Background: an optimization exercise with open tools, aiming at small area, a short achievable clock period and few clock cycles per item. Do not read the settings as production practice. The RTL was checked by simulation tests, not by an equivalence proof against the original design.

==> flow/design.v, too long to show whole: its modules and the start of the top module <==
// module tdpf_step_w20_k4: 1046 lines
// module tdpf_step_w10_k4: 866 lines
// module tdpf_rstep_w20_k4: 598 lines
// module tdpf_store: 36 lines
// module trial_division_prime_factorizer_unit: 520 lines
module trial_division_prime_factorizer_unit #(
	parameter int MAX_DIVISOR = 1048576
) (
	input  logic                         clk,
	input  logic                         arst_n,
	input  logic                         s_tvalid,
	output logic                         s_tready,
	input  logic [tdpf_pkg::NUM_W-1:0]   s_tdata,   
	output logic                         m_tvalid,
	input  logic                         m_tready,
	output logic [tdpf_pkg::TDATA_W-1:0] m_tdata,   
	output logic [tdpf_pkg::STATUS_W-1:0] m_tuser,  
	output logic                         m_tlast,
	input  logic                         cfg_valid,
	output logic                         cfg_ready,
	input  logic [tdpf_pkg::CFG_W-1:0]   cfg_data   
);
  // ...
==> flow/run.sh <==
#!/bin/bash
# synth_recipe.tcl (not shown) runs the flow's synth.tcl, then flattens the netlist and writes it again
# the make line also repeats each setting of config.mk as NAME=value (left out here)
make -C /OpenROAD-flow-scripts/flow DESIGN_CONFIG=/design/flow/config.mk WORK_HOME=/design/flow/orfs CLKGATE_MAP_FILE= SYNTH_SCRIPT=/design/flow/synth_recipe.tcl finish
==> flow/config.mk <==
export PLATFORM = sky130hd
export DESIGN_NAME = trial_division_prime_factorizer_unit
export DESIGN_NICKNAME = trial_division_prime_factorizer_unit
export VERILOG_FILES = /design/flow/design.v
export SDC_FILE = /design/flow/constraint.sdc
export NUM_CORES = 4
export LEC_CHECK = 0
export CAP_MARGIN = 20
export CORE_MARGIN = 2
export CORE_UTILIZATION = 55
export SETUP_SLACK_MARGIN = 1.2
export SLEW_MARGIN = 20
==> flow/constraint.sdc <==
create_clock -name core_clock -period 6.0 [get_ports {clk}]
set_input_delay 1.2000 -clock core_clock [delete_from_list [all_inputs] [get_ports {clk}]]
set_output_delay 1.2000 -clock core_clock [all_outputs]
set_load 0.01 [all_outputs]
==> flow_summary.json, run 1 <==
{
  "crit_buf_inv": 4,
  "top_layer": "met4",
  "timing.critical_path.from_type": "flip-flop",
  "gr-usage-met3_pct": 5.86,
  "final_util_pct": 64.2,
  "synth_top_family_by_area": "adder cells",
  "die_area_mm2": 0.104,
  "portBuffers": 178,
  "whs_endpoint": "bq0_q[1]",
  "r2r_end": "cir_q",
  "fin_cells": 7132,
  "multiInputGateArea_mm2": 0.0314,
  "multi_input_area_share_pct": 48.8,
  "die_w_um": 322,
  "clock_sinks": 815,
  "syn_avg_cell_area_um2": 10.1,
  "tightest_slew_ns": 1.13,
  "finalWirelength_um": 173000,
  "status": "complete, no violations",
  "inv_count": 638,
  "final_common_cell": "nand2_1",
  "crit_slowest_cell": "fa_2",
  "synth_top_area_share_pct": 29.4,
  "cts_resized": 164,
  "synth.yosys.seq_area_share_pct": 39.4
}
Testbench counts, summed over its fixed seeds: cycles 56,858, items 320.
==> module trial_division_prime_factorizer_unit, before the edit <==
module trial_division_prime_factorizer_unit #(
	parameter int MAX_DIVISOR = 1048576
) (
	input  logic                         clk,
	input  logic                         arst_n,
	input  logic                         s_tvalid,
	output logic                         s_tready,
	input  logic [tdpf_pkg::NUM_W-1:0]   s_tdata,   
	output logic                         m_tvalid,
	input  logic                         m_tready,
	output logic [tdpf_pkg::TDATA_W-1:0] m_tdata,   
	output logic [tdpf_pkg::STATUS_W-1:0] m_tuser,  
	output logic                         m_tlast,
	input  logic                         cfg_valid,
	output logic                         cfg_ready,
	input  logic [tdpf_pkg::CFG_W-1:0]   cfg_data   
);
	localparam int K  = 4;                    
	localparam int W  = 20;                   
	localparam int WN = 10;                   
	localparam int M  = 5;                    
	localparam int NC = (64 + K - 1) / K;     
	localparam int CW = $clog2(NC);
	localparam int LI = (M > 1) ? $clog2(M) : 1;
	typedef enum logic [3:0] {
		S_IDLE, S_TWO, S_SEL, S_TEST, S_EVAL, S_WRITE, S_WB, S_OUT
	} state_t;
	state_t        state_q;
	logic [20:0]   cfg_q;
	logic [63:0]   p_q;         
	logic [6:0]    l_q;         
	logic [20:0]   lim_q;       
	logic [CW-1:0] cyc_q;       
	logic [7:0]    left_q;      
	logic          seen_q;      
	logic          retest_q;    
	logic [M-1:0]  en_q;        
	logic [M-1:0]  pend_q;      
	logic [M-1:0]  pn_q;        
	logic [4:0]    bdb_q;       
	logic [20:0]   ds_q;
	logic          pv_q, gt_q;  
	logic          wheel_q;     
	logic [2:0]    widx_q;
	logic [2:0]    r7_q;
	logic [3:0]    r11_q, r13_q;
	logic [4:0]    bds_q;       
	logic [W-1:0]  q0_q;
	logic [4:0]    bq0_q;       
	logic [WN-1:0] qn_q [M];     
	logic [WN-1:0] qslot [M];
	logic [LI:0]   qcnt_q;
	logic [W:0]    s0_q, c0_q;
	logic          ci0_q;
	logic [W-1:0]  d0_q;
	logic [WN:0]   sn_q [M];
	logic [WN:0]   cn_q [M];
	logic          cin_q [M];
	logic [WN-1:0] dn_q [M];
	logic [5:0]    cnt2_q;
	logic [3:0]    top_q;
	logic          ne_q;        
	logic [5:0]    tcnt_q;      
	logic          same_q;      
	logic          ov_q;
	logic          spec_q;      
	logic          one_q;       
	logic          extra_q;     
	logic          cof_q;       
	function automatic logic [6:0] bitlen64(input logic [63:0] x);
		bitlen64 = '0;
		for (int i = 0; i < 64; i++) if (x[i]) bitlen64 = 7'(i + 1);
	endfunction
	function automatic logic [4:0] bitlen20(input logic [19:0] x);
		bitlen20 = '0;
		for (int i = 0; i < 20; i++) if (x[i]) bitlen20 = 5'(i + 1);
	endfunction
	function automatic logic [2:0] bitlenk(input logic [K-1:0] x);
		bitlenk = '0;
		for (int i = 0; i < K; i++) if (x[i]) bitlenk = 3'(i + 1);
	endfunction
	logic        in_acc, out_acc;
	logic [20:0] lim_next;
	assign in_acc    = s_tvalid && s_tready;
	assign out_acc   = m_tvalid && m_tready;
	assign cfg_ready = 1'b1;
	always_comb begin
		if (cfg_q < 21'd2) lim_next = 21'd2;
		else if (cfg_q > 21'(MAX_DIVISOR)) lim_next = 21'(MAX_DIVISOR);
		else lim_next = cfg_q;
	end
	logic [63+W+K*NC:0] pext;
	logic [K-1:0]  h0, hn;
	logic [W:0]    s0_st, c0_st;
	logic          ci0_st;
	logic [K-1:0]  b0;
	logic [WN:0]   sn_st [M];
	logic [WN:0]   cn_st [M];
	logic          cin_st [M];
	logic [K-1:0]  bn [M];
	logic [M-1:0]  hit;
	assign pext = (64+W+K*NC)'(p_q);
	assign h0   = (state_q == S_WB) ? '0 : pext[W + K * cyc_q +: K];
	assign hn   = (state_q == S_WB) ? '0 : pext[WN + K * cyc_q +: K];
	tdpf_step_w20_k4 u_lane0 (
		.s (s0_q), .c (c0_q), .cin (ci0_q), .d (d0_q), .h (h0),
		.s_n (s0_st), .c_n (c0_st), .cin_n (ci0_st), .b (b0)
	);
	function automatic logic eqd0(input logic [W:0] s, input logic [W:0] c, input logic ci,
		input logic [W-1:0] d);
		logic [W:0] nd, u, v;
		nd = ~{1'b0, d};
		u  = s ^ c ^ nd;
		v  = (s & c) | (s & nd) | (c & nd);
		eqd0 = &(u ^ {v[W-1:0], ci});
	endfunction
	function automatic logic eqdn(input logic [WN:0] s, input logic [WN:0] c, input logic ci,
		input logic [WN-1:0] d);
		logic [WN:0] nd, u, v;
		nd = ~{1'b0, d};
		u  = s ^ c ^ nd;
		v  = (s & c) | (s & nd) | (c & nd);
		eqdn = &(u ^ {v[WN-1:0], ci});
	endfunction
	assign hit[0] = eqd0(s0_q, c0_q, ci0_q, d0_q);
	for (genvar i = 1; i < M; i++) begin : g_lane
		tdpf_step_w10_k4 u_lane (
			.s (sn_q[i]), .c (cn_q[i]), .cin (cin_q[i]), .d (dn_q[i]), .h (hn),
			.s_n (sn_st[i]), .c_n (cn_st[i]), .cin_n (cin_st[i]), .b (bn[i])
		);
		assign hit[i] = eqdn(sn_q[i], cn_q[i], cin_q[i], dn_q[i]);
	end
	logic [W:0]    sr_q, cr_q, sr_st, cr_st;
	logic          cir_q, cir_st, rhit;
	logic [K-1:0]  qr_q;
	tdpf_rstep_w20_k4 u_rlane (
		.s (sr_q), .c (cr_q), .cin (cir_q), .d (d0_q), .h (qr_q),
		.s_n (sr_st), .c_n (cr_st), .cin_n (cir_st), .b ()
	);
	assign rhit = eqd0(sr_q, cr_q, cir_q, d0_q);
	logic [K-1:0] bsel, q;
	logic         seen_n;
	assign bsel = b0;
	always_comb begin
		logic sn;
		sn = seen_q;
		for (int i = 0; i < K; i++) begin
			q[i] = bsel[i] ^ sn;
			sn   = sn | bsel[i];
		end
		seen_n = sn;
	end
	for (genvar i = 1; i < M; i++) begin : g_qs
		if (i < M - 1) begin : g_q
			assign qslot[i] = qn_q[i];
		end else begin : g_n
			assign qslot[i] = '0;
		end
	end
	logic        st_we_p, st_we_c;
	logic [3:0]  st_waddr, st_caddr;
	logic [5:0]  st_wcnt;
	logic [18:0] st_rprime;
	logic [5:0]  st_rcnt;
	assign st_we_p  = (state_q == S_WB) && !same_q;
	assign st_we_c  = (state_q == S_WB);
	assign st_waddr = same_q ? top_q : (ne_q ? top_q + 4'd1 : 4'd0);
	assign st_wcnt  = same_q ? tcnt_q + 6'd1 : 6'd1;
	assign st_caddr = top_q - 4'd1;
	tdpf_store u_store (
		.clk    (clk),
		.we_p   (st_we_p),
		.we_c   (st_we_c),
		.waddr  (st_waddr),
		.wprime (d0_q[19:1]),
		.wcnt   (st_wcnt),
		.raddr  (top_q),
		.rprime (st_rprime),
		.caddr  (st_caddr),
		.rcnt   (st_rcnt)
	);
	assign m_tvalid = ov_q;
	logic        last;
	logic [19:0] fac;
	logic        cof_now, fin_extra;
	assign cof_now   = (p_q[63:21] != '0) || (p_q[20:0] > lim_q);
	assign fin_extra = p_q[63:1] != '0;
	always_comb begin
		if (spec_q) begin
			fac  = '0;
			last = 1'b1;
		end else if (extra_q) begin
			fac  = cof_q ? 20'd0 : p_q[19:0];
			last = !ne_q && cnt2_q == '0;
		end else if (ne_q) begin
			fac  = {st_rprime, 1'b1};
			last = tcnt_q == 6'd1 && top_q == '0 && cnt2_q == '0;
		end else begin
			fac  = 20'd2;
			last = cnt2_q == 6'd1;
		end
	end
	assign m_tlast  = last;
	assign m_tuser  = spec_q ? (one_q ? tdpf_pkg::STAT_ONE : tdpf_pkg::STAT_ZERO) :
	                  (extra_q && cof_q) ? tdpf_pkg::STAT_COF : tdpf_pkg::STAT_FACTOR;
	assign m_tdata  = {3'b000, (extra_q && cof_q) ? p_q : 64'd0, 1'b0, fac};
	assign s_tready = (state_q == S_IDLE);
	logic [W-1:0]  cand0;
	logic          have0, ds_ok, ds_fits, ds_use, fin_now, go_batch, try_batch;
	logic [M-1:0]  en_next;
	logic [4:0]    bd0;
	assign ds_ok   = pv_q && !gt_q;
	assign ds_fits = (qcnt_q == '0) || (ds_q[20:WN] == '0);
	assign ds_use  = ds_ok && ds_fits && (qcnt_q < (LI+1)'(M));
	assign have0   = (qcnt_q != '0) || ds_ok;
	assign cand0   = (qcnt_q != '0) ? q0_q : ds_q[W-1:0];
	assign bd0     = (qcnt_q != '0) ? bq0_q : bds_q;
	always_comb begin
		for (int i = 0; i < M; i++) begin
			en_next[i] = ((LI+1)'(i) < qcnt_q) || ((LI+1)'(i) == qcnt_q && ds_use);
		end
	end
	function automatic logic [LI-1:0] lowest(input logic [M-1:0] v);
		lowest = '0;
		for (int i = M - 1; i >= 0; i--) if (v[i]) lowest = LI'(i);
	endfunction
	logic [M-1:0]  hits, pn_all, pn_nx;
	logic          any_hit, pend_any, wr_go, wr_same, asg_w, w_ok, ds_use_w;
	logic [LI-1:0] hit_lane, pend_lane, pn_lane, wr_lane;
	logic [M-1:0]  pend_next, en_w;
	assign hits      = hit & en_q;
	assign any_hit   = hits != '0;
	assign hit_lane  = lowest(hits);
	assign pend_any  = pend_q != '0;
	assign pend_lane = lowest(pend_q);
	assign pn_all    = pn_q | hits;
	assign pn_lane   = lowest(pn_all);
	assign wr_go     = (state_q == S_EVAL) && (retest_q ? (rhit || pend_any || pn_all != '0) : any_hit);
	always_comb begin
		if (!retest_q) begin
			wr_lane   = hit_lane;
			pend_next = hits & ~(M'(1) << hit_lane);
			pn_nx     = '0;
		end else if (rhit) begin
			wr_lane   = '0;
			pend_next = pend_q;
			pn_nx     = pn_all;
		end else if (pend_any) begin
			wr_lane   = pend_lane;
			pend_next = pend_q & ~(M'(1) << pend_lane);
			pn_nx     = pn_all;
		end else begin
			wr_lane   = pn_lane;
			pend_next = pn_all & ~(M'(1) << pn_lane);
			pn_nx     = '0;
		end
	end
	assign wr_same   = retest_q && rhit;
	assign w_ok     = (qcnt_q == '0) || (q0_q[W-1:WN] == '0);
	assign ds_use_w = ds_ok && (ds_q[20:WN] == '0) && (qcnt_q < (LI+1)'(M - 1));
	always_comb begin
		en_w[0] = 1'b0;
		for (int i = 1; i < M; i++) begin
			en_w[i] = ((LI+1)'(i - 1) < qcnt_q) || ((LI+1)'(i - 1) == qcnt_q && ds_use_w);
		end
	end
	assign asg_w = wr_go && pend_next == '0 && pn_nx == '0 && w_ok && en_w != '0;
	assign try_batch = (state_q == S_SEL) || (state_q == S_TWO && p_q[0]) || (state_q == S_EVAL && !wr_go);
	assign fin_now   = try_batch && (have0 ? ({bd0, 1'b0} >= {1'b0, l_q} + 7'd2) : gt_q);
	assign go_batch  = try_batch && have0 && !fin_now;
	logic [20:0] ds_nx;
	logic [2:0]  gap;
	logic [2:0]  r7_nx;
	logic [3:0]  r11_nx, r13_nx;
	logic        adv, wheel_nx;
	logic [4:0]  r7_sum, r11_sum, r13_sum;
	always_comb begin
		unique case (widx_q)
			3'd0: gap = 3'd6;
			3'd1: gap = 3'd4;
			3'd2: gap = 3'd2;
			3'd3: gap = 3'd4;
			3'd4: gap = 3'd2;
			3'd5: gap = 3'd4;
			3'd6: gap = 3'd6;
			default: gap = 3'd2;
		endcase
		if (!wheel_q) begin
			unique case (ds_q[4:0])
				5'd7, 5'd13, 5'd19: gap = 3'd4;
				5'd23: gap = 3'd6;
				default: gap = 3'd2;
			endcase
		end
		ds_nx    = ds_q + 21'(gap);
		wheel_nx = wheel_q || ds_q == 21'd29;
		r7_sum   = {2'b00, r7_q} + {2'b00, gap};
		r11_sum  = {1'b0, r11_q} + {2'b00, gap};
		r13_sum  = {1'b0, r13_q} + {2'b00, gap};
		r7_nx    = (r7_sum >= 5'd7) ? 3'(r7_sum - 5'd7) : 3'(r7_sum);
		r11_nx   = (r11_sum >= 5'd11) ? 4'(r11_sum - 5'd11) : 4'(r11_sum);
		r13_nx   = (r13_sum >= 5'd13) ? 4'(r13_sum - 5'd13) : 4'(r13_sum);
		if (!wheel_q) begin
			r7_nx  = 3'd3;    
			r11_nx = 4'd9;    
			r13_nx = 4'd5;    
		end
	end
	logic enq;
	assign enq = ds_ok && (qcnt_q < (LI+1)'(M - 1)) && (qcnt_q == '0 || ds_q[20:WN] == '0) &&
		((state_q == S_TWO && !p_q[0]) || state_q == S_TEST || state_q == S_WRITE || state_q == S_WB);
	assign adv = (!pv_q || enq || (go_batch && ds_use) || (asg_w && ds_use_w)) && !gt_q;
	always_ff @(posedge clk or negedge arst_n) begin
		if (!arst_n) begin
			state_q <= S_IDLE;
			cfg_q   <= tdpf_pkg::LIMIT_RESET;
			ov_q    <= 1'b0;
		end else begin
			if (cfg_valid) cfg_q <= cfg_data;
			unique case (state_q)
				S_IDLE: begin
					if (in_acc) begin
						if (s_tdata[63:1] == '0) begin
							state_q <= S_OUT;
							ov_q    <= 1'b1;
						end else begin
							state_q <= S_TWO;
						end
					end
				end
				S_TWO, S_SEL, S_EVAL: begin
					if (wr_go) state_q <= S_WRITE;
					else if (fin_now) begin
						state_q <= S_OUT;
						ov_q    <= 1'b1;
					end
					else if (go_batch) state_q <= S_TEST;
					else if (try_batch) state_q <= S_SEL;
				end
				S_TEST: if (left_q[7] || left_q <= 8'(K)) state_q <= S_EVAL;
				S_WRITE: if (left_q[7] || left_q <= 8'(K)) state_q <= S_WB;
				S_WB: state_q <= S_EVAL;
				S_OUT: begin
					if (out_acc && last) begin
						state_q <= S_IDLE;
						ov_q    <= 1'b0;
					end
				end
				default: state_q <= S_IDLE;
			endcase
		end
	end
	always_ff @(posedge clk) begin
		if (state_q == S_IDLE) begin
			ds_q    <= 21'd3;
			bds_q   <= 5'd2;
			pv_q    <= 1'b1;
			gt_q    <= lim_next < 21'd3;
			wheel_q <= 1'b0;
			widx_q  <= 3'd0;
			qcnt_q  <= '0;
		end else begin
			if (adv) begin
				ds_q    <= ds_nx;
				bds_q   <= bitlen20(ds_nx[19:0]);
				gt_q    <= ds_nx > lim_q;
				wheel_q <= wheel_nx;
				widx_q  <= wheel_q ? widx_q + 3'd1 : 3'd0;
				r7_q    <= r7_nx;
				r11_q   <= r11_nx;
				r13_q   <= r13_nx;
				pv_q    <= !wheel_nx || (r7_nx != '0 && r11_nx != '0 && r13_nx != '0);
			end
			if (go_batch || asg_w) begin
				qcnt_q <= '0;
			end else if (enq) begin
				qcnt_q <= qcnt_q + 1'b1;
				if (qcnt_q == '0) begin
					q0_q  <= ds_q[W-1:0];
					bq0_q <= bds_q;
				end
				for (int i = 1; i < M - 1; i++) begin
					if (qcnt_q == (LI+1)'(i)) qn_q[i] <= ds_q[WN-1:0];
				end
			end
		end
		unique case (state_q)
			S_IDLE: begin
				p_q     <= s_tdata;
				lim_q   <= lim_next;
				cnt2_q  <= '0;
				ne_q    <= 1'b0;
				same_q  <= 1'b0;
				l_q     <= bitlen64(s_tdata);
				spec_q  <= s_tdata[63:1] == '0;
				one_q   <= s_tdata[0];
			end
			S_TWO: begin
				if (p_q[3:0] == '0) begin
					p_q    <= {4'd0, p_q[63:4]};
					cnt2_q <= cnt2_q + 6'd4;
					l_q    <= l_q - 7'd4;
				end else if (!p_q[0]) begin
					p_q    <= {1'b0, p_q[63:1]};
					cnt2_q <= cnt2_q + 6'd1;
					l_q    <= l_q - 7'd1;
				end
			end
			S_TEST: begin
				cyc_q  <= cyc_q + 1'b1;
				left_q <= left_q - 8'(K);
			end
			S_WRITE: begin
				cyc_q  <= cyc_q + 1'b1;
				left_q <= left_q - 8'(K);
				seen_q <= seen_n;
				if (q != '0) l_q <= 7'(K * cyc_q) + 7'(bitlenk(q));
				for (int j = 0; j < 64; j++) begin
					if (cyc_q == CW'(j / K)) p_q[j] <= q[j % K];
					else if (cyc_q < CW'(j / K) && (left_q[7] || left_q <= 8'(K))) p_q[j] <= 1'b0;
				end
			end
			S_WB: begin
				retest_q <= 1'b1;
				same_q   <= 1'b1;
				ne_q     <= 1'b1;
				if (same_q) begin
					tcnt_q <= tcnt_q + 6'd1;
				end else begin
					tcnt_q <= 6'd1;
					top_q  <= ne_q ? top_q + 4'd1 : 4'd0;
				end
			end
			default: ;
		endcase
		if (try_batch || wr_go) begin
			cyc_q  <= '0;
			seen_q <= 1'b0;
			if (wr_go) begin
				left_q <= 8'(l_q) - 8'(bdb_q) + 8'd1;
				l_q    <= '0;
				pend_q <= pend_next;
				pn_q   <= pn_nx;
				same_q <= wr_same;
				en_q   <= asg_w ? en_w : '0;
				for (int i = 1; i < M; i++) begin
					if (wr_lane == LI'(i)) d0_q <= W'(dn_q[i]);
					if (asg_w) begin
						if ((LI+1)'(i - 1) < qcnt_q) dn_q[i] <= (i == 1) ? q0_q[WN-1:0] : qslot[i - 1];
						else if ((LI+1)'(i - 1) == qcnt_q) dn_q[i] <= ds_q[WN-1:0];
					end
				end
			end else if (go_batch) begin
				left_q   <= 8'(l_q) - 8'(bd0) + 8'd1;
				bdb_q    <= bd0;
				retest_q <= 1'b0;
				en_q     <= en_next;
				pend_q   <= '0;
				pn_q     <= '0;
				if (qcnt_q != '0) begin
					d0_q <= q0_q;
					for (int i = 1; i < M; i++) begin
						if ((LI+1)'(i) < qcnt_q) dn_q[i] <= qslot[i];
						else if ((LI+1)'(i) == qcnt_q) dn_q[i] <= ds_q[WN-1:0];
					end
				end else begin
					d0_q <= ds_q[W-1:0];
				end
			end
		end
		if (state_q == S_TEST || state_q == S_WRITE || state_q == S_WB) begin
			s0_q  <= s0_st;
			c0_q  <= c0_st;
			ci0_q <= ci0_st;
			for (int i = 1; i < M; i++) begin
				sn_q[i]  <= sn_st[i];
				cn_q[i]  <= cn_st[i];
				cin_q[i] <= cin_st[i];
			end
		end else begin
			s0_q  <= {1'b0, p_q[W-1:0]};
			c0_q  <= '0;
			ci0_q <= 1'b0;
			for (int i = 1; i < M; i++) begin
				sn_q[i]  <= {1'b0, p_q[WN-1:0]};
				cn_q[i]  <= '0;
				cin_q[i] <= 1'b0;
			end
		end
		if (state_q == S_WRITE || state_q == S_WB) begin
			sr_q  <= sr_st;
			cr_q  <= cr_st;
			cir_q <= cir_st;
			qr_q  <= q;
		end else begin
			sr_q  <= '0;
			cr_q  <= '0;
			cir_q <= 1'b0;
			qr_q  <= '0;
		end
		if (fin_now) begin
			extra_q <= fin_extra;
			cof_q   <= cof_now;
		end else if (state_q == S_OUT && out_acc) begin
			if (extra_q) begin
				extra_q <= 1'b0;
			end else if (ne_q) begin
				if (tcnt_q == 6'd1) begin
					if (top_q == '0) ne_q <= 1'b0;
					top_q  <= top_q - 4'd1;
					tcnt_q <= st_rcnt;
				end else begin
					tcnt_q <= tcnt_q - 6'd1;
				end
			end else begin
				cnt2_q <= cnt2_q - 6'd1;
			end
		end
	end
endmodule
==> run 2, diff against run 1 <==
--- a/flow/design.v
+++ b/flow/design.v
@@ -2578,3 +2578,3 @@
 	localparam int WN = 10;                   
-	localparam int M  = 5;                    
+	localparam int M  = 6;                    
 	localparam int NC = (64 + K - 1) / K;     
==> flow_summary.json, run 2 <==
{
  "portBuffers": 178,
  "place_ws_ns": 0.675,
  "drt_pass1_iterations": 8,
  "vias": 46189,
  "dp.cells": 7353,
  "grt_setup_unrepaired": "yes",
  "final_max_slew_viol_count": 0,
  "status": "complete, no violations",
  "syn_inst": 5899,
  "clk_pin_slew_ns": 0.06,
  "critPathMaxFanout": 5,
  "yosysWarnings": 23,
  "nFillCells": 8828,
  "ys_ff_latch": 858,
  "wl_per_cell_um": 24.4,
  "mostFrequentLayoutCells": "nand2_1 (725), inv_1 (650), edfxtp_1 (566), fa_1 (388), nor2_1 (330)",
  "grtUsageTotal_pct": 33.2,
  "largest_register_ff_count": 260,
  "critPathKind": "reg -> out",
  "cts_tree": "built",
  "cp.required_ns": 4.80,
  "areaGrowthSynthToFinish_pct": 15.3,
  "syn-cell-area_mm2": 0.0593,
  "clkLatencyLatePin_ns": 0.70,
  "hold_viol": 0,
  "gp_congestion": 0.941,
  "clk_path_buf_depth": 3,
  "synthFlopType": "edfxtp_1",
  "setup_tns_ns": 0,
  "timing.critical_path.from_type": "flip-flop",
  "cts_buffers": 97,
  "vias_per_cell": 6.06,
  "min_period_over_period_pct": 81.0,
  "synth.yosys.seq_area_share_pct": 38.7,
  "final_util_pct": 63.8,
  "grt_overflow": 0,
  "num_rows": 120,
  "clockRootBuffer": "clkbuf_16",
  "final_common_cell": "nand2_1",
  "regMostFlops": "u_store.g_slot.p_q",
  "antenna_found_initial": 3,
  "syn_avg_cell_area_um2": 10.0,
  "drc": 0,
  "tightest_slew_ns": 1.12,
  "cts_hold_buf": 0,
  "yosysUniqueCellTypes": 96,
  "ff_latch_area_mm2": 0.0230,
  "synthTopCellsByArea": "edfxtp_1 (29%), fa_1 (15%), dfxtp_1 (9.0%)",
  "synth_edf_count": 566,
  "place_hpwl_um": 134000,
  "synth_most_common_cell": "nand2_1",
  "setup_viol": 0,
  "die_area_mm2": 0.110,
  "fp.coreArea_mm2": 0.107,
  "final_cell_area_mm2": 0.0683,
  "drive_gt1_share_pct": 12.9,
  "htree_levels": 3,
  "hold_slack_ns": 0.481,
  "start_util_pct": 55.4,
  "die_h_um": 332,
  "ys_async_sr_fraction_pct": 2.91,
  "min_period_ns": 4.86,
  "fmax_mhz": 206,
  "layout.nets": 6913,
  "placed_cell_area_mm2": 0.0630,
  "worstPathArrival_ns": 3.66,
  "slew_headroom_pct": 25.6,
  "clock-skew-final_ns": 0.0312,
  "clock_sinks": 858,
  "hold_class": "reg -> reg",
  "fin_cells": 7616,
  "grt_pass1_wl_um": 281000,
  "drv_cap": 0,
  "endpoint_kind": "primary output",
  "synth_top_area_cell": "edfxtp_1",
  "io_pins": 184,
  "ff2ff_setup_slack_ns": 1.15,
  "largestRegisters": "u_store.g_slot.p_q: 260 flops, p_q: 64 flops, sn_q: 55 flops",
  "grt_pass1_vias": 45439,
  "worst_slack_ns": 1.14,
  "finalWirelength_um": 186000,
  "first_iter_violations": 4563,
  "ys_top_cells_by_count": "nand2_1 (733), inv_1 (684), edfxtp_1 (566), fa_1 (434), nor2_1 (347)",
  "synth_top_area_share_pct": 28.7,
  "multiInputGateArea_mm2": 0.0338,
  "grt_start_max_net_pins": 84,
  "antenna_cells": 0,
  "die_w_um": 332,
  "ant_nets": 0
}
-- run 2: cell types whose count changed in the layout (fill, tap and decap cells not counted), moves of 13 or more --
cell / delta
nor2b_1: +14
nand3_1: -35
a221oi_1: +13
fa_1: +34
a211oi_1: +19
dfxtp_1: +31
o21ai_0: +56
nor2_1: +33
and2_1: +15
edfxtp_1: +21
inv_1: +65
ha_1: +20
nand2_1: +62
a21oi_1: +28
-- run 2: critical path, cell delays in order (launching register included) --
cell and delay [ns]:
dfxtp_4 0.37, clkinvlp_4 0.14, ha_4 0.21, nor4b_4 0.22, buf_6 0.14, buf_4 0.16
a221o_1 0.15, o21ai_0 0.07, o211ai_1 0.16, o21ai_0 0.10, a211oi_1 0.26, a221oi_1 0.10
o2111ai_1 0.31, a21oi_1 0.16, a2111oi_2 0.22, buf_2 0.20
-- run 2: kinds of logic (layout without fill, tap and decap cells) --
logic type | Yosys count | in the layout | share of synthesized area [%]
flops | 858 | 858 | 38.7
mux | 187 | 188 | 4.05
buf+inv | 982 | 1292 | 6.32
xor+xnor | 212 | 212 | 3.13
simple gates | 1815 | 1815 | 14.6
compound gates | 1121 | 1121 | 12.6
fa+ha+maj | 722 | 722 | 20.6
other cells | 2 | 5 | 0.0127
-- run 2: cell type report --
cell class	instances	area share, %
clock inverters	66	1.22
multi-input cells	4063	49.5
inverters	689	3.81
well taps	1403	2.57
repair buffers	419	5.48
flip-flops and latches	858	33.7
clock buffers	118	3.74
-- run 2: repair_timing --
action | CTS | global route
pin swaps | 47 | 103
resized for setup | 173 | 250
setup endpoints to repair | 277 | 259
cloned | 3 | 3
setup buffers | 42 | 31
-- run 2: path summary, 6_finish.rpt --
| path | cells after the start | from | to |
|---|---|---|---|
| setup / recovery | 15 | top_q[1] | m_tdata[1] |
| hold / removal | 2 | cnt2_q[5] | cnt2_q[5] |
| setup reg to reg | 20 | sr_q[0] | cr_q[2] |
| hold reg to reg | 2 | cnt2_q[5] | cnt2_q[5] |
| max in group asynchronous | 2 | arst_n | cfg_q[20] |
| min in group asynchronous | 2 | arst_n | cfg_q[6] |
-- run 2: per-layer routing --
metal	global-route usage (%)	share of wire [%]	routed length (µm)
met5	0	0	0
met4	10.2	3.1	5720
met2	50.7	45	82700
met1	48.0	44	81100
met3	6.63	8.7	16200
Testbench counts of run 2, summed over its fixed seeds: cycles 52,381, items 320.
==> run 3, diff against run 2 <==
--- a/flow/design.v
+++ b/flow/design.v
@@ -2578,3 +2578,3 @@
 	localparam int WN = 10;                   
-	localparam int M  = 6;                    
+	localparam int M  = 7;                    
 	localparam int NC = (64 + K - 1) / K;     
==> flow_summary.json, run 3 <==
{
  "status": "complete, no violations",
  "synth_top_family_by_area": "adder cells",
  "placed_cell_area_mm2": 0.0672,
  "worstPathArrival_ns": 5.56,
  "clock_sinks": 901,
  "antenna_found_initial": 8,
  "yosysUniqueCellTypes": 97,
  "drt_pass1_iterations": 8,
  "start_util_pct": 55.4,
  "syn_inst": 6289,
  "synth_edf_count": 587,
  "clock-skew-final_ns": 0.0674,
  "critPathKind": "reg -> reg",
  "finalWirelength_um": 200000,
  "ff2ff_path_depth": 18,
  "clkLatencyLatePin_ns": 0.74,
  "ys_ff_latch": 901,
  "drv_cap": 0,
  "cts_hold_buf": 0,
  "fmax_mhz": 202,
  "synth_fa_ha_area_share_pct": 21.1,
  "vias": 49884,
  "nFillCells": 9229,
  "portBuffers": 178,
  "synth_xor_area_share_pct": 3.26,
  "htree_levels": 3,
  "grt_start_max_net_pins": 85,
  "drive_gt1_share_pct": 15.8,
  "setup_viol": 0,
  "startpoint": "ci0_q",
  "grt_setup_unrepaired": "yes",
  "die_w_um": 343,
  "grtUsageTotal_pct": 33.4,
  "min_period_over_period_pct": 82.5,
  "cp.required_ns": 6.62,
  "synth-simple-area-share_pct": 14.7,
  "gp_congestion": 0.949,
  "ys_top_cells_by_count": "nand2_1 (758), inv_1 (746), edfxtp_1 (587), fa_1 (480), nor2_1 (402)",
  "drc": 0,
  "synth_compound_area_share_pct": 12.1,
  "ff2ff_setup_slack_ns": 1.05,
  "num_rows": 124,
  "syn-cell-area_mm2": 0.0632,
  "die_area_mm2": 0.118,
  "clk_path_buf_depth": 3,
  "endpoint_kind": "flip-flop",
  "setup_tns_ns": 0,
  "ys_async_sr_fraction_pct": 2.77,
  "cts_buffers": 102,
  "grt_pass1_wl_um": 300000,
  "grt_pass1_vias": 48573,
  "min_period_ns": 4.95,
  "timing.critical_path.from_type": "flip-flop",
  "fp.coreArea_mm2": 0.114,
  "synthTopCellsByArea": "edfxtp_1 (28%), fa_1 (15%), dfxtp_1 (9.2%)",
  "ff_latch_area_mm2": 0.0241,
  "hold_viol": 0,
  "place_hpwl_um": 141000,
  "final_common_cell": "nand2_1",
  "areaGrowthSynthToFinish_pct": 17.2,
  "synth_top_area_share_pct": 27.9,
  "clockRootBuffer": "clkbuf_16",
  "worst_r2r_startpoint": "ci0_q",
  "final_max_slew_viol_count": 0,
  "tightest_slew_ns": 1.13,
  "largestRegisters": "u_store.g_slot.p_q: 260 flops, sn_q: 66 flops, p_q: 64 flops",
  "hold_class": "reg -> reg",
  "grt_overflow": 0,
  "layout.nets": 7441,
  "largest_register_ff_count": 260,
  "final_cell_area_mm2": 0.0741,
  "first_iter_violations": 5426,
  "io_pins": 184,
  "mostFrequentLayoutCells": "nand2_1 (726), inv_1 (700), edfxtp_1 (587), fa_1 (420), nor2_1 (388)",
  "critPathMaxFanout": 8,
  "synthMuxAreaShare_pct": 4.41,
  "wl_per_cell_um": 24.4,
  "multiInputGateArea_mm2": 0.0373,
  "whs_endpoint": "bq0_q[2]",
  "synth.yosys.seq_area_share_pct": 38.0,
  "synth_most_common_cell": "nand2_1",
  "ant_nets": 0,
  "cts_tree": "built",
  "hold_path_depth": 0,
  "clk_pin_slew_ns": 0.07,
  "yosysWarnings": 23,
  "regMostFlops": "u_store.g_slot.p_q",
  "syn_avg_cell_area_um2": 10.1,
  "hp-start": "bds_q[2]",
  "vias_per_cell": 6.09,
  "r2r_end": "c0_q[1]",
  "synthFlopType": "edfxtp_1",
  "slew_headroom_pct": 24.3,
  "synth_top_area_cell": "edfxtp_1",
  "antenna_cells": 0,
  "die_h_um": 343
}
run 3: changes by cell type after synthesis, sizes merged, moves of 35 or more:
cell,before,now
o21ai,265,225
nor2,347,403
inv,684,748
fa,434,480
a22oi,54,19
run 3: per-layer routing:
layer / vias up / share of wire, % / GRT usage [%]
met5: - / 0.022 / 0
met4: 6 / 3.3 / 10.3
met3: 368 / 9.4 / 5.78
met2: 2352 / 44 / 50.7
met1: 24829 / 43 / 49.2
li1: 22329 / - / -
run 3: repair_timing:
| action | CTS | global route |
|---|---|---|
| setup endpoints to repair | 385 | 358 |
| pin swaps | 150 | 150 |
| cloned | 8 | 7 |
| gates resized for setup | 388 | 258 |
| hold endpoints to repair | 0 | 0 |
| setup buffers | 74 | 63 |
run 3: cells by family (layout without fill, tap and decap cells):
logic type | after synthesis | after routing
compound gates | 1126 | 1128
xor+xnor | 235 | 235
fa+ha+maj | 783 | 783
buf+inv | 1060 | 1438
flops | 901 | 901
mux | 216 | 222
other cells | 2 | 5
simple gates | 1966 | 1967
run 3: worst max-delay path: stages (launching register included):
cell	delay, ns
dfxtp_4	0.37
ha_4	0.17
or2_4	0.22
mux4_2	0.45
a21boi_4	0.15
buf_4	0.15
mux4_2	0.53
o21ai_2	0.15
xnor2_1	0.07
mux2_2	0.29
o311ai_4	0.41
buf_12	0.21
buf_4	0.12
nand2_4	0.04
fa_2	0.36
fa_1	0.50
inv_2	0.04
fa_2	0.50
and2_1	0.10
run 3: metrics by stage:
| stage | hold slack (ns) | cells | util [%] | setup slack, ns |
|---|---|---|---|---|
| floorplan | 0.406 | 6292 | - | 1.09 |
| global placement | 0.446 | 7848 | 58.8 | 0.759 |
| detailed placement | 0.455 | 7848 | 58.8 | 0.686 |
| CTS | 0.464 | 8121 | 63.5 | 1.03 |
| global route | 0.500 | 8191 | 64.9 | 0.906 |
| finish | 0.467 | 8191 | 64.9 | 1.05 |
run 3: worst max-delay path by stage:
stage,cells past startpoint,to
final,18,c0_q[1]
after global routing,19,c0_q[5]
after CTS,18,cr_q[4]
after detailed placement,12,dn_q[2][1]
after global placement,20,l_q[5]
after floorplan,19,cr_q[4]
run 3: final cells by class:
cell class | instances | share of cell area [%]
well taps | 1512 | 2.55
flip-flops and latches | 901 | 32.5
clock inverters | 69 | 1.05
clock buffers | 122 | 3.68
inverters | 754 | 3.84
multi-input cells | 4340 | 50.4
repair buffers | 493 | 5.94
Testbench counts of run 3, summed over its fixed seeds: cycles 49,337, items 320.
==> run 4, diff against run 3 <==
--- a/flow/design.v
+++ b/flow/design.v
@@ -2578,3 +2578,3 @@
 	localparam int WN = 10;                   
-	localparam int M  = 7;                    
+	localparam int M  = 5;                    
 	localparam int NC = (64 + K - 1) / K;     
--- a/flow/config.mk
+++ b/flow/config.mk
@@ -10,3 +10,3 @@
 export CORE_UTILIZATION = 55
-export SETUP_SLACK_MARGIN = 1.2
+export SETUP_SLACK_MARGIN = 1.5
 export SLEW_MARGIN = 20
==> flow_summary.json, run 4 <==
{
  "status": "complete, no violations",
  "layout.nets": 6589,
  "synth_edf_count": 545,
  "fp.coreArea_mm2": 0.100,
  "start_util_pct": 55.6,
  "critPathMaxFanout": 4,
  "fmax_mhz": 204,
  "cts_buffers": 94,
  "regMostFlops": "u_store.g_slot.p_q",
  "largest_register_ff_count": 260,
  "grt_overflow": 0,
  "ant_nets": 0,
  "largestRegisters": "u_store.g_slot.p_q: 260 flops, p_q: 64 flops, u_store.g_slot.c_q: 54 flops",
  "grtUsageTotal_pct": 34.0,
  "die_area_mm2": 0.104,
  "drv_cap": 0,
  "vias_per_cell": 6.08,
  "finalWirelength_um": 178000,
  "crit_slowest_cell": "fa_1",
  "place_hpwl_um": 127000,
  "final_cell_area_mm2": 0.0668,
  "drt_pass1_iterations": 6,
  "clk_pin_slew_ns": 0.06,
  "drive_gt1_share_pct": 20.2,
  "ys_async_sr_fraction_pct": 3.07,
  "worstPathArrival_ns": 5.46,
  "grt_setup_unrepaired": "yes",
  "grt_pass1_vias": 42677,
  "hold_slack_ns": 0.469,
  "cpMostUsedCell": "fa_1",
  "wl_per_cell_um": 24.6,
  "io_pins": 184,
  "hold_viol": 0,
  "syn-cell-area_mm2": 0.0556,
  "tightest_slew_ns": 1.07,
  "cts_tree": "built",
  "cp.required_ns": 6.57,
  "ff_latch_area_mm2": 0.0220,
  "dp.cells": 6856,
  "clock-skew-final_ns": 0.0472,
  "portBuffers": 178,
  "setup_tns_ns": 0,
  "syn_avg_cell_area_um2": 10.1,
  "synth_top_area_share_pct": 29.4,
  "critPathKind": "reg -> reg",
  "mostFrequentLayoutCells": "nand2_1 (616), edfxtp_1 (545), inv_1 (542), nor2_1 (296), fa_1 (275)",
  "syn_inst": 5515,
  "place_ws_ns": 0.743,
  "drc": 0,
  "crit_buf_inv": 3,
  "multiInputGateArea_mm2": 0.0326,
  "die_w_um": 322,
  "final_common_cell": "nand2_1",
  "final_util_pct": 66.7,
  "cts_hold_buf": 0,
  "final_max_slew_viol_count": 0,
  "worst_slack_ns": 1.11,
  "areaGrowthSynthToFinish_pct": 20.0,
  "ys_ff_latch": 815,
  "crit_chain": "fa_1, ha_4, inv_2, fa_2, inv_4, ha_4, buf_4, a21o_4, and2_4, fa_1, fa_1, fa_1, or4_4, nor4_4, a21oi_1",
  "synth_top_area_cell": "edfxtp_1",
  "htree_levels": 3,
  "placed_cell_area_mm2": 0.0593,
  "endpoint_kind": "flip-flop",
  "critPathTopFamily": "adder cells",
  "synthTopCellsByArea": "edfxtp_1 (29%), fa_1 (14%), dfxtp_1 (8.8%)",
  "grt_pass1_wl_um": 265000,
  "clockRootBuffer": "clkbuf_16",
  "slew_headroom_pct": 28.3,
  "nFillCells": 7946,
  "synth.yosys.seq_area_share_pct": 39.4,
  "gp_congestion": 0.906,
  "ff2ff_setup_slack_ns": 1.11,
  "first_iter_violations": 4845,
  "ys_top_cells_by_count": "nand2_1 (676), inv_1 (626), edfxtp_1 (545), fa_1 (388), nor2_1 (317)",
  "max_stage_delay_ns": 0.59,
  "min_period_ns": 4.89,
  "antenna_found_initial": 6,
  "num_rows": 116,
  "synthFlopType": "edfxtp_1",
  "clkLatencyLatePin_ns": 0.72,
  "synth_most_common_cell": "nand2_1",
  "vias": 44040,
  "yosysUniqueCellTypes": 98,
  "timing.critical_path.from_type": "flip-flop",
  "setup_viol": 0,
  "grt_start_max_net_pins": 99,
  "fin_cells": 7249,
  "hold_class": "reg -> reg",
  "die_h_um": 322,
  "min_period_over_period_pct": 81.5,
  "clk_path_buf_depth": 3,
  "clock_sinks": 815,
  "yosysWarnings": 23
}
-- run 4: changes by cell type after synthesis, sizes merged, moves of 41 or more --
cell and delta:
fa -92, a22oi +45, edfxtp -42, nand2 -82
dfxtp -44, inv -118, a221oi -41, nor2 -82
-- run 4: worst paths after layout --
| kind | end | start | cells after the start |
|---|---|---|---|
| worst max-delay path | cir_q | sr_q[0] | 15 |
| worst min-delay path | bq0_q[2] | bds_q[2] | 0 |
| worst max register to register | cir_q | sr_q[0] | 15 |
| worst min register to register | bq0_q[2] | bds_q[2] | 0 |
| max in group asynchronous | cfg_q[20] | arst_n | 2 |
| min in group asynchronous | cfg_q[5] | arst_n | 2 |
-- run 4: cell type report --
class | count | share of cell area, %
tap | 1298 | 2.43
clock buffer | 132 | 3.89
multi-input combinational | 3790 | 48.9
inverter | 638 | 3.69
clock inverter | 45 | 0.929
timing repair buffer | 529 | 7.25
antenna | 2 | 0.00750
sequential | 815 | 32.9
-- run 4: per-layer routing --
metal	global-route usage (%)	share of wire, %
met1	48.9	43
met2	51.0	44
met3	7.23	9.4
met4	11.4	3.6
met5	0	0
-- run 4: logic make-up (layout without fill, tap and decap cells) --
family / count (synthesis) / count (layout) / synth area share (%)
AOI/OAI and AO/OA: 1018 / 1018 / 12.3
xor gates and xnor gates: 201 / 201 / 3.16
adders and majority gates: 660 / 660 / 20.0
buffers and inverters: 914 / 1344 / 6.31
DFF: 815 / 815 / 39.4
muxes: 182 / 183 / 4.21
other: 2 / 7 / 0.0135
and+or+nand+nor: 1723 / 1723 / 14.7
-- run 4: repair_timing --
action / CTS / global route
endpoints found under the setup margin: 345 / 330
resized for setup: 406 / 415
setup buffers: 113 / 94
pin swaps: 140 / 224
cloned: 5 / 2
Testbench counts of run 4, summed over its fixed seeds: cycles 56,858, items 320.
==> run 5, diff against run 4 <==
--- a/flow/design.v
+++ b/flow/design.v
@@ -2578,3 +2578,3 @@
 	localparam int WN = 10;                   
-	localparam int M  = 5;                    
+	localparam int M  = 4;                    
 	localparam int NC = (64 + K - 1) / K;     
--- a/flow/config.mk
+++ b/flow/config.mk
@@ -9,4 +9,4 @@
 export CORE_MARGIN = 2
-export CORE_UTILIZATION = 55
-export SETUP_SLACK_MARGIN = 1.5
+export CORE_UTILIZATION = 65
+export SETUP_SLACK_MARGIN = 1.0
 export SLEW_MARGIN = 20
==> flow_summary.json, run 5 <==
{
  "portBuffers": 178,
  "largestRegisters": "u_store.g_slot.p_q: 260 flops, p_q: 64 flops, u_store.g_slot.c_q: 54 flops",
  "syn_avg_cell_area_um2": 10.2,
  "status": "complete, no violations",
  "clkLatencyLatePin_ns": 0.68,
  "critPathKind": "reg -> out",
  "hold_slack_ns": 0.480,
  "synth_edf_count": 524,
  "cts_hold_buf": 0,
  "die_h_um": 286,
  "drc": 0,
  "synth_top_area_share_pct": 30.4,
  "layout.nets": 5885,
  "clockRootBuffer": "clkbuf_16",
  "synth.yosys.seq_area_share_pct": 40.2,
  "grtUsageTotal_pct": 36.9,
  "io_pins": 184,
  "startpoint": "top_q[0]",
  "vias_per_cell": 6.36,
  "hold_viol": 0,
  "antenna_cells": 0,
  "syn_inst": 5068,
  "clk_path_buf_depth": 3,
  "synthTopCellsByArea": "edfxtp_1 (30%), fa_1 (13%), dfxtp_1 (8.6%)",
  "endpoint_kind": "primary output",
  "ys_ff_latch": 771,
  "yosysUniqueCellTypes": 105,
  "start_util_pct": 65.6,
  "wl_per_cell_um": 23.7,
  "tightest_slew_ns": 1.14,
  "yosysWarnings": 23,
  "first_iter_violations": 4696,
  "fp.coreArea_mm2": 0.0789,
  "hp-start": "cnt2_q[5]",
  "die_area_mm2": 0.0818,
  "hold_class": "reg -> reg",
  "cp.required_ns": 4.80,
  "final_max_slew_viol_count": 0,
  "syn-cell-area_mm2": 0.0517,
  "largest_register_ff_count": 260,
  "slew_headroom_pct": 24.2,
  "finalWirelength_um": 151000,
  "die_w_um": 286,
  "grt_pass1_wl_um": 232000,
  "clk_pin_slew_ns": 0.06,
  "mostFrequentLayoutCells": "nand2_1 (598), inv_1 (538), edfxtp_1 (524), fa_1 (341), nor2_1 (327)",
  "areaGrowthSynthToFinish_pct": 13.0,
  "antenna_found_initial": 2,
  "synth_top_area_cell": "edfxtp_1",
  "gp_congestion": 0.961,
  "grt_start_max_net_pins": 99,
  "drv_cap": 0,
  "ys_async_sr_fraction_pct": 3.24,
  "cts_buffers": 84,
  "ant_nets": 0,
  "min_period_over_period_pct": 84.5,
  "ys_top_cells_by_count": "nand2_1 (602), inv_1 (549), edfxtp_1 (524), fa_1 (342), nor2_1 (333)",
  "htree_levels": 3,
  "setup_tns_ns": 0,
  "clock-skew-final_ns": 0.0588,
  "worst_r2r_startpoint": "cr_q[1]",
  "vias": 40370,
  "num_rows": 103,
  "grt_pass1_vias": 39766,
  "synth_most_common_cell": "nand2_1",
  "min_period_ns": 5.07,
  "final_common_cell": "nand2_1",
  "cts_tree": "built",
  "fmax_mhz": 197,
  "critPathMaxFanout": 11,
  "place_hpwl_um": 108000,
  "worstPathArrival_ns": 3.87,
  "clock_sinks": 771,
  "drt_pass1_iterations": 6,
  "drive_gt1_share_pct": 9.55,
  "regMostFlops": "u_store.g_slot.p_q",
  "timing.critical_path.from_type": "flip-flop",
  "grt_overflow": 0,
  "synthFlopType": "edfxtp_1",
  "grt_setup_unrepaired": "yes",
  "setup_viol": 0
}
==> run 5: timing repair <==
action / in CTS / in global routing
endpoints found under the setup margin: 111 / 152
gates resized for setup: 93 / 75
pin swaps: 21 / 34
buffers inserted: 4 / 11
cloned: 2 / 4
==> run 5: cell families (layout without fill, tap and decap cells) <==
group / count (synthesis) / in the layout / synth area share [%]
compound gates: 984 / 987 / 13.0
xor+xnor: 175 / 175 / 2.96
fa+ha+maj: 584 / 584 / 19.0
buf+inv: 806 / 1029 / 6.02
flops: 771 / 771 / 40.2
mux: 178 / 179 / 4.39
other cells: 2 / 5 / 0.0145
simple gates: 1568 / 1568 / 14.4
==> run 5: per-layer routing <==
metal | routed length (µm) | track usage [%] | up-vias
met5 | 13 | 0 | -
li1 | - | - | 18015
met2 | 68500 | 57.2 | 2237
met4 | 6220 | 14.1 | 2
met3 | 15600 | 6.98 | 362
met1 | 60400 | 51.9 | 19754
==> run 5: final timing paths <==
check,end,slack (ns),depth (start not counted)
worst max-delay path,m_tdata[12],0.93,15
worst min-delay path,cnt2_q[5],0.48,1
worst max register to register,cr_q[4],1.11,19
worst min register to register,cnt2_q[5],0.48,1
max in group asynchronous,cfg_q[20],4.76,2
min in group asynchronous,ov_q,0.90,2
==> run 5: metrics by stage <==
step                      utilization, %  setup WS, ns  area, µm²  std cells
after global placement              69.5         0.621      54800       6171
after global routing                74.1         0.744      58400       6348
final                               74.1         0.932      58400       6348
after floorplan                        -          1.03      51700       5071
after CTS                           73.6         0.809      58100       6333
after detailed placement            69.5         0.533      54800       6171
==> run 5: final cells by class <==
type | count | area (µm²)
inverter | 556 | 2100
sequential | 771 | 20800
tap | 1050 | 1310
clock inverter | 52 | 734
clock buffer | 104 | 2230
multi-input combinational | 3498 | 28400
fill | 5628 | 20400
timing repair buffer | 317 | 2810
==> run 5: worst max-delay path: stages (launching register included) <==
cell             delay [ns]
dfxtp_4                0.37
inv_2                  0.12
ha_4                   0.17
buf_6                  0.14
nor4b_4                0.19
buf_4                  0.19
buf_4                  0.19
a221oi_1               0.12
nor3_1                 0.21
a221oi_2               0.07
nand2_1                0.10
o21ai_0                0.08
a21oi_1                0.23
a21oi_1                0.14
o21ai_2                0.28
clkdlybuf4s50_1        0.59
Testbench counts of run 5, summed over its fixed seeds: cycles 63,615, items 320.
==> run 6, diff against run 5 <==
--- a/flow/design.v
+++ b/flow/design.v
@@ -2578,3 +2578,3 @@
 	localparam int WN = 10;                   
-	localparam int M  = 4;                    
+	localparam int M  = 6;                    
 	localparam int NC = (64 + K - 1) / K;     
--- a/flow/config.mk
+++ b/flow/config.mk
@@ -9,4 +9,4 @@
 export CORE_MARGIN = 2
-export CORE_UTILIZATION = 65
-export SETUP_SLACK_MARGIN = 1.0
+export CORE_UTILIZATION = 60
+export SETUP_SLACK_MARGIN = 1.3
 export SLEW_MARGIN = 20
==> flow_summary.json, run 6 <==
{
  "place_ws_ns": 0.641,
  "drv_cap": 0,
  "ys_ff_latch": 858,
  "yosysWarnings": 23,
  "drt_pass1_iterations": 9,
  "mostFrequentLayoutCells": "nand2_1 (716), inv_1 (650), edfxtp_1 (566), fa_1 (383), nor2_1 (332)",
  "grt_pass1_wl_um": 279000,
  "nFillCells": 7518,
  "num_rows": 115,
  "worst_slack_ns": 1.14,
  "fmax_mhz": 206,
  "hold_viol": 0,
  "fp.coreArea_mm2": 0.0981,
  "critPathKind": "reg -> reg",
  "synthMuxAreaShare_pct": 4.05,
  "setup_tns_ns": 0,
  "synthFlopType": "edfxtp_1",
  "ys_top_cells_by_count": "nand2_1 (733), inv_1 (684), edfxtp_1 (566), fa_1 (434), nor2_1 (347)",
  "tightest_slew_ns": 1.13,
  "synthTopCellsByArea": "edfxtp_1 (29%), fa_1 (15%), dfxtp_1 (9.0%)",
  "synth-simple-area-share_pct": 14.6,
  "syn-cell-area_mm2": 0.0593,
  "synth_top_family_by_area": "adder cells",
  "grt_pass1_vias": 45949,
  "regMostFlops": "u_store.g_slot.p_q",
  "clk_pin_slew_ns": 0.06,
  "synth.yosys.seq_area_share_pct": 38.7,
  "crit_slowest_cell": "fa_1",
  "top_usage_layer": "met2",
  "grt_setup_unrepaired": "yes",
  "critPathTopFamily": "adder cells",
  "grt_overflow": 0,
  "areaGrowthSynthToFinish_pct": 16.0,
  "final_common_cell": "nand2_1",
  "drive_gt1_share_pct": 14.0,
  "antenna_found_initial": 6,
  "worstPathArrival_ns": 5.47,
  "clock_sinks": 858,
  "largest_register_ff_count": 260,
  "synth_edf_count": 566,
  "ant_nets": 0,
  "syn_inst": 5899,
  "htree_levels": 3,
  "vias": 46911,
  "synth_xor_area_share_pct": 3.13,
  "layout.nets": 6945,
  "portBuffers": 178,
  "gp_congestion": 0.967,
  "grtUsageTotal_pct": 35.9,
  "largestRegisters": "u_store.g_slot.p_q: 260 flops, p_q: 64 flops, sn_q: 55 flops",
  "min_period_over_period_pct": 81.1,
  "cts_tree": "built",
  "cp.required_ns": 6.60,
  "endpoint_kind": "flip-flop",
  "die_h_um": 318,
  "hold_class": "reg -> reg",
  "io_pins": 184,
  "first_iter_violations": 5156,
  "clockRootBuffer": "clkbuf_16",
  "finalWirelength_um": 184000,
  "wl_per_cell_um": 24.4,
  "drc": 0,
  "setup_viol": 0,
  "grt_start_max_net_pins": 140,
  "vias_per_cell": 6.23,
  "grt_use_met1_pct": 51.5,
  "crit_buf_inv": 7,
  "start_util_pct": 60.4,
  "clkLatencyLatePin_ns": 0.71,
  "synth_fa_ha_area_share_pct": 20.6,
  "grt.met2_usage_pct": 53.5,
  "clock-skew-final_ns": 0.0290,
  "cts_buffers": 95,
  "yosysUniqueCellTypes": 96,
  "min_period_ns": 4.86,
  "die_w_um": 318,
  "timing.critical_path.from_type": "flip-flop",
  "clk_path_buf_depth": 3,
  "synth_compound_area_share_pct": 12.6,
  "place_hpwl_um": 131000,
  "critPathMaxFanout": 8,
  "synth_top_area_share_pct": 28.7,
  "synth_top_area_cell": "edfxtp_1",
  "die_area_mm2": 0.101,
  "max_stage_delay_ns": 0.54,
  "slew_headroom_pct": 24.9,
  "final_max_slew_viol_count": 0,
  "ys_async_sr_fraction_pct": 2.91,
  "crit_chain": "fa_1, ha_2, inv_2, fa_2, xor2_4, buf_4, buf_4, a211oi_2, a211oi_2, a221oi_2, a21oi_4, buf_12, buf_16, and2_4, fa_2, inv_2, fa_1, inv_2, fa_2, and2_1",
  "syn_avg_cell_area_um2": 10.0,
  "gr-usage-met3_pct": 7.47,
  "status": "complete, no violations",
  "synth_most_common_cell": "nand2_1"
}
[run 6: cell count changes after synthesis, sizes merged, moves of 27 or more]
cell / previous run / this run
inv: 550 / 684
o21ai: 236 / 265
a21oi: 205 / 257
nand2: 602 / 733
a22oi: 23 / 54
clkbuf: 200 / 239
dfxtp: 222 / 267
xnor2: 96 / 123
edfxtp: 524 / 566
and2: 194 / 235
fa: 342 / 434
ha: 225 / 261
[run 6: layout make-up]
class	instances	area [µm²]	area share, %
timing repair buffer	448	4080	5.93
sequential	858	23000	33.5
clock buffer	126	2660	3.87
antenna	1	2.50	0.00364
inverter	689	2610	3.80
tap	1287	1610	2.34
clock inverter	54	751	1.09
multi-input combinational	4068	34100	49.5
[run 6: cells by family (layout without fill, tap and decap cells)]
| kind of cell | after synthesis | after routing |
|---|---|---|
| and+or+nand+nor | 1815 | 1815 |
| DFF | 858 | 858 |
| muxes | 187 | 188 |
| xor gates and xnor gates | 212 | 212 |
| other | 2 | 6 |
| AOI/OAI and AO/OA | 1121 | 1126 |
| adders and majority gates | 722 | 722 |
| buffers and inverters | 982 | 1317 |
[run 6: worst reg2reg max path, delay by kind of cell (launching register included)]
kind                       cells  cell delay [ns]
AOI/OAI and AO/OA              4             0.86
xor gates and xnor gates       1             0.19
adders and majority gates      6             2.26
buffers and inverters          7             0.81
DFF                            1             0.33
and+or+nand+nor                2             0.31
[run 6: what timing repair did]
| action | 4_1_cts | 5_1_grt |
|---|---|---|
| pin swaps | 60 | 141 |
| hold buffers | 0 | 0 |
| hold endpoints to repair | 0 | 0 |
| cloned | 4 | 7 |
| buffers inserted | 47 | 64 |
| resized for setup | 262 | 273 |
| setup endpoints to repair | 343 | 335 |
[run 6: worst paths after layout]
kind                           from  depth (start not counted)         to  slack (ns)
setup / recovery            sr_q[0]                         20   cr_q[13]        1.14
hold / removal             bds_q[2]                          0   bq0_q[2]        0.47
setup reg to reg            sr_q[0]                         20   cr_q[13]        1.14
hold reg to reg            bds_q[2]                          0   bq0_q[2]        0.47
max in group asynchronous    arst_n                          2  cfg_q[20]        4.83
min in group asynchronous    arst_n                          2   cfg_q[6]        0.87
[run 6: metal layers]
| metal | vias to the layer above | share of wire, % |
|---|---|---|
| met5 | - | 0.020 |
| met1 | 23106 | 42 |
| met3 | 452 | 10 |
| li1 | 20929 | - |
| met4 | 6 | 4.3 |
| met2 | 2418 | 44 |
[run 6: metrics by stage]
stage               util [%]  cells  hold slack, ns  instance area, µm²
floorplan                  -   5902           0.403               59300
CTS                     68.7   7459           0.467               67400
global placement        64.0   7228           0.446               62800
global route            70.1   7530           0.485               68800
finish                  70.1   7531           0.470               68800
detailed placement      64.0   7228           0.469               62800
Testbench counts of run 6, summed over its fixed seeds: cycles 52,381, items 320.
==> run 7, diff against run 6 <==
--- a/flow/design.v
+++ b/flow/design.v
@@ -2974,3 +2974,2 @@
 				seen_q <= seen_n;
-				if (q != '0) l_q <= 7'(K * cyc_q) + 7'(bitlenk(q));
 				for (int j = 0; j < 64; j++) begin
@@ -3052,2 +3051,3 @@
 			qr_q  <= q;
+			if (qr_q != '0) l_q <= 7'(K * CW'(cyc_q - 1'b1)) + 7'(bitlenk(qr_q));
 		end else begin
--- a/flow/config.mk
+++ b/flow/config.mk
@@ -9,4 +9,4 @@
 export CORE_MARGIN = 2
-export CORE_UTILIZATION = 60
-export SETUP_SLACK_MARGIN = 1.3
+export CORE_UTILIZATION = 55
+export SETUP_SLACK_MARGIN = 1.2
 export SLEW_MARGIN = 20
==> flow_summary.json, run 7 <==
{
  "die_h_um": 331,
  "synth_fa_ha_area_share_pct": 20.6,
  "cts_hold_buf": 0,
  "drv_cap": 0,
  "drc": 0,
  "die_w_um": 331,
  "largestRegisters": "u_store.g_slot.p_q: 260 flops, p_q: 64 flops, sn_q: 55 flops",
  "place_hpwl_um": 134000,
  "synthTopCellsByArea": "edfxtp_1 (29%), fa_1 (15%), dfxtp_1 (9.1%)",
  "cpMostUsedCell": "fa_1",
  "synthFlopType": "edfxtp_1",
  "layout.nets": 6900,
  "syn-cell-area_mm2": 0.0590,
  "synth-simple-area-share_pct": 14.5,
  "wl_per_cell_um": 24.3,
  "portBuffers": 178,
  "hp-start": "bds_q[3]",
  "fp.coreArea_mm2": 0.107,
  "first_iter_violations": 4851,
  "setup_tns_ns": 0,
  "nFillCells": 8804,
  "cp.required_ns": 6.60,
  "placed_cell_area_mm2": 0.0627,
  "grtUsageTotal_pct": 33.3,
  "regMostFlops": "u_store.g_slot.p_q",
  "ys_async_sr_fraction_pct": 2.91,
  "critPathTopFamily": "adder cells",
  "ant_nets": 0,
  "ys_top_cells_by_count": "nand2_1 (769), inv_1 (676), edfxtp_1 (566), fa_1 (434), nor2_1 (310)",
  "critPathKind": "reg -> reg",
  "grt_pass1_vias": 45224,
  "vias": 46110,
  "synth_edf_count": 566,
  "final_max_slew_viol_count": 0,
  "io_pins": 184,
  "hold_class": "reg -> reg",
  "cts_buffers": 96,
  "synth_top_area_cell": "edfxtp_1",
  "final_cell_area_mm2": 0.0680,
  "synth_compound_area_share_pct": 12.6,
  "cts_tree": "built",
  "ff2ff_setup_slack_ns": 1.18,
  "max_stage_delay_ns": 0.58,
  "endpoint_kind": "flip-flop",
  "htree_levels": 3,
  "synth.yosys.seq_area_share_pct": 38.9,
  "finalWirelength_um": 185000,
  "synth_most_common_cell": "nand2_1",
  "mostFrequentLayoutCells": "nand2_1 (753), inv_1 (638), edfxtp_1 (566), fa_1 (400), nor2_1 (302)",
  "antenna_found_initial": 6,
  "final_util_pct": 63.7,
  "yosysUniqueCellTypes": 91,
  "crit_buf_inv": 4,
  "tightest_slew_ns": 1.08,
  "clk_pin_slew_ns": 0.06,
  "synth_top_area_share_pct": 28.8,
  "start_util_pct": 55.3,
  "drt_pass1_iterations": 8,
  "gp_congestion": 0.945,
  "clkLatencyLatePin_ns": 0.71,
  "clock-skew-final_ns": 0.0580,
  "die_area_mm2": 0.110,
  "num_rows": 120,
  "grt_pass1_wl_um": 278000,
  "worstPathArrival_ns": 5.41,
  "crit_chain": "fa_1, ha_2, inv_2, fa_2, inv_4, ha_4, nand2_2, o21ai_2, xnor2_1, a21oi_1, nor2_1, a211o_1, o21a_4, buf_6, nand2_4, fa_2, fa_1, inv_2, fa_1, and2_1",
  "syn_avg_cell_area_um2": 10.0,
  "drive_gt1_share_pct": 12.6,
  "synth_top_family_by_area": "adder cells",
  "synthMuxAreaShare_pct": 4.01,
  "min_period_ns": 4.82,
  "setup_viol": 0,
  "areaGrowthSynthToFinish_pct": 15.2,
  "critPathMaxFanout": 7,
  "startpoint": "cr_q[0]",
  "min_period_over_period_pct": 80.3,
  "timing.critical_path.from_type": "flip-flop",
  "worst_r2r_startpoint": "cr_q[0]",
  "fmax_mhz": 208,
  "status": "complete, no violations",
  "grt_start_max_net_pins": 99,
  "ys_ff_latch": 858,
  "largest_register_ff_count": 260,
  "yosysWarnings": 23,
  "clock_sinks": 858,
  "grt_overflow": 0,
  "vias_per_cell": 6.06,
  "crit_slowest_cell": "fa_2",
  "synth_xor_area_share_pct": 3.04,
  "syn_inst": 5871,
  "slew_headroom_pct": 28.3,
  "clk_path_buf_depth": 3,
  "grt_setup_unrepaired": "yes",
  "hold_viol": 0,
  "clockRootBuffer": "clkbuf_16",
  "final_common_cell": "nand2_1"
}
run 7: cell types whose count changed in the layout (fill, tap and decap cells not counted), moves of 15 or more:
cell     previous run  this run
nand2_1           716       753
nand3_1            57        88
nor2_1            332       302
o21ai_1            45        16
a21oi_1           240       261
buf_6              31        14
fa_1              383       400
fa_2               51        34
a21o_1             29        44
o31ai_1            19        34
run 7: cell families after synthesis:
kind of cell               count (synthesis)
AOI/OAI and AO/OA                       1122
xor gates and xnor gates                 205
adders and majority gates                717
buffers and inverters                    965
DFF                                      858
muxes                                    185
other                                      2
and+or+nand+nor                         1817
run 7: final cells by class:
type | count | area, µm² | share of cell area [%]
Timing Repair Buffer | 421 | 3680 | 5.41
Tap cell | 1403 | 1760 | 2.58
Sequential cell | 858 | 23000 | 33.9
Antenna cell | 1 | 2.50 | 0.00368
Clock inverter | 51 | 671 | 0.987
Inverter | 683 | 2590 | 3.81
Clock buffer | 131 | 2690 | 3.96
Multi-Input combinational cell | 4056 | 33600 | 49.4
run 7: worst register-to-register path, stage by stage, from the launching register on:
cell	delay [ns]
dfxtp_2	0.34
fa_1	0.55
ha_2	0.19
inv_2	0.04
fa_2	0.58
inv_4	0.06
ha_4	0.28
nand2_2	0.05
o21ai_2	0.08
xnor2_1	0.13
a21oi_1	0.08
nor2_1	0.12
a211o_1	0.19
o21a_4	0.23
buf_6	0.14
nand2_4	0.05
fa_2	0.41
fa_1	0.51
inv_2	0.04
fa_1	0.48
and2_1	0.15
run 7: final timing paths:
kind                              end  cells past startpoint
max                           cr_q[2]                     20
min                          bq0_q[3]                      0
max reg2reg                   cr_q[2]                     20
min reg2reg                  bq0_q[3]                      0
max in group asynchronous  state_q[2]                      1
min in group asynchronous    cfg_q[7]                      1
run 7: metal layers:
| layer | part of all wire (%) | up-vias | track usage [%] |
|---|---|---|---|
| li1 | - | 20803 | - |
| met1 | 43 | 22946 | 47.4 |
| met2 | 45 | 2021 | 52.2 |
| met3 | 8.6 | 336 | 5.12 |
| met4 | 3.5 | 4 | 11.0 |
| met5 | 0.011 | - | 0 |
run 7: what timing repair did:
action                                  CTS  global route
cloned                                    3             3
pin swaps                                50            91
endpoints found under the setup margin  260           299
setup buffers                            45            51
resized for setup                       161           237
run 7: metrics by stage:
stage / hold WS (ns) / setup WS [ns] / std cells
2_1_floorplan: 0.406 / 1.20 / 5874
3_3_place_gp: 0.457 / 0.695 / 7319
3_5_place_dp: 0.459 / 0.612 / 7319
4_1_cts: 0.472 / 1.09 / 7549
5_1_grt: 0.496 / 1.01 / 7603
6_report: 0.469 / 1.18 / 7604
Testbench counts of run 7, summed over its fixed seeds: cycles 52,381, items 320.

## what the ideal ports hide
How much do the figures lean on ideal ports? The routed layouts below were timed once more, with nothing changed but the port constraints. Step 1: set_driving_cell puts a clkbuf_16 on clk and a buf_2 on each other input, an assumption about the parent block. Step 2 adds t to the input delays and takes it off the output delays; t is the mean of the earliest and latest rising clock arrival at the registers after step 1. Input paths then give back, and output paths get back, about the clock's delay inside the block. Three values: ideal ports, drivers, drivers and shift; two values: the first two.
run | t, ns | setup slack, ns | worst setup path after step 2 | clock arrival spread, ns | worst register clock-pin slew, ns
run 1 | 0.756 | 1.049 / 1.049 / 1.049 | register to register | 0.086 / 0.087 | 0.07 / 0.07
run 2 | 0.769 | 1.143 / 1.062 / 1.148 | register to register | 0.032 / 0.032 | 0.07 / 0.07
run 3 | 0.783 | 1.051 / 1.038 / 1.051 | register to register | 0.068 / 0.068 | 0.07 / 0.07
run 4 | 0.768 | 1.108 / 1.108 / 1.108 | register to register | 0.051 / 0.051 | 0.07 / 0.07
run 5 | 0.722 | 0.932 / 0.865 / 1.110 | register to register | 0.062 / 0.062 | 0.07 / 0.07
run 6 | 0.768 | 1.137 / 1.137 / 1.137 | register to register | 0.030 / 0.030 | 0.07 / 0.07
run 7 | 0.760 | 1.184 / 1.167 / 1.184 | register to register | 0.058 / 0.058 | 0.07 / 0.07
After both steps every run listed still meets setup and hold.
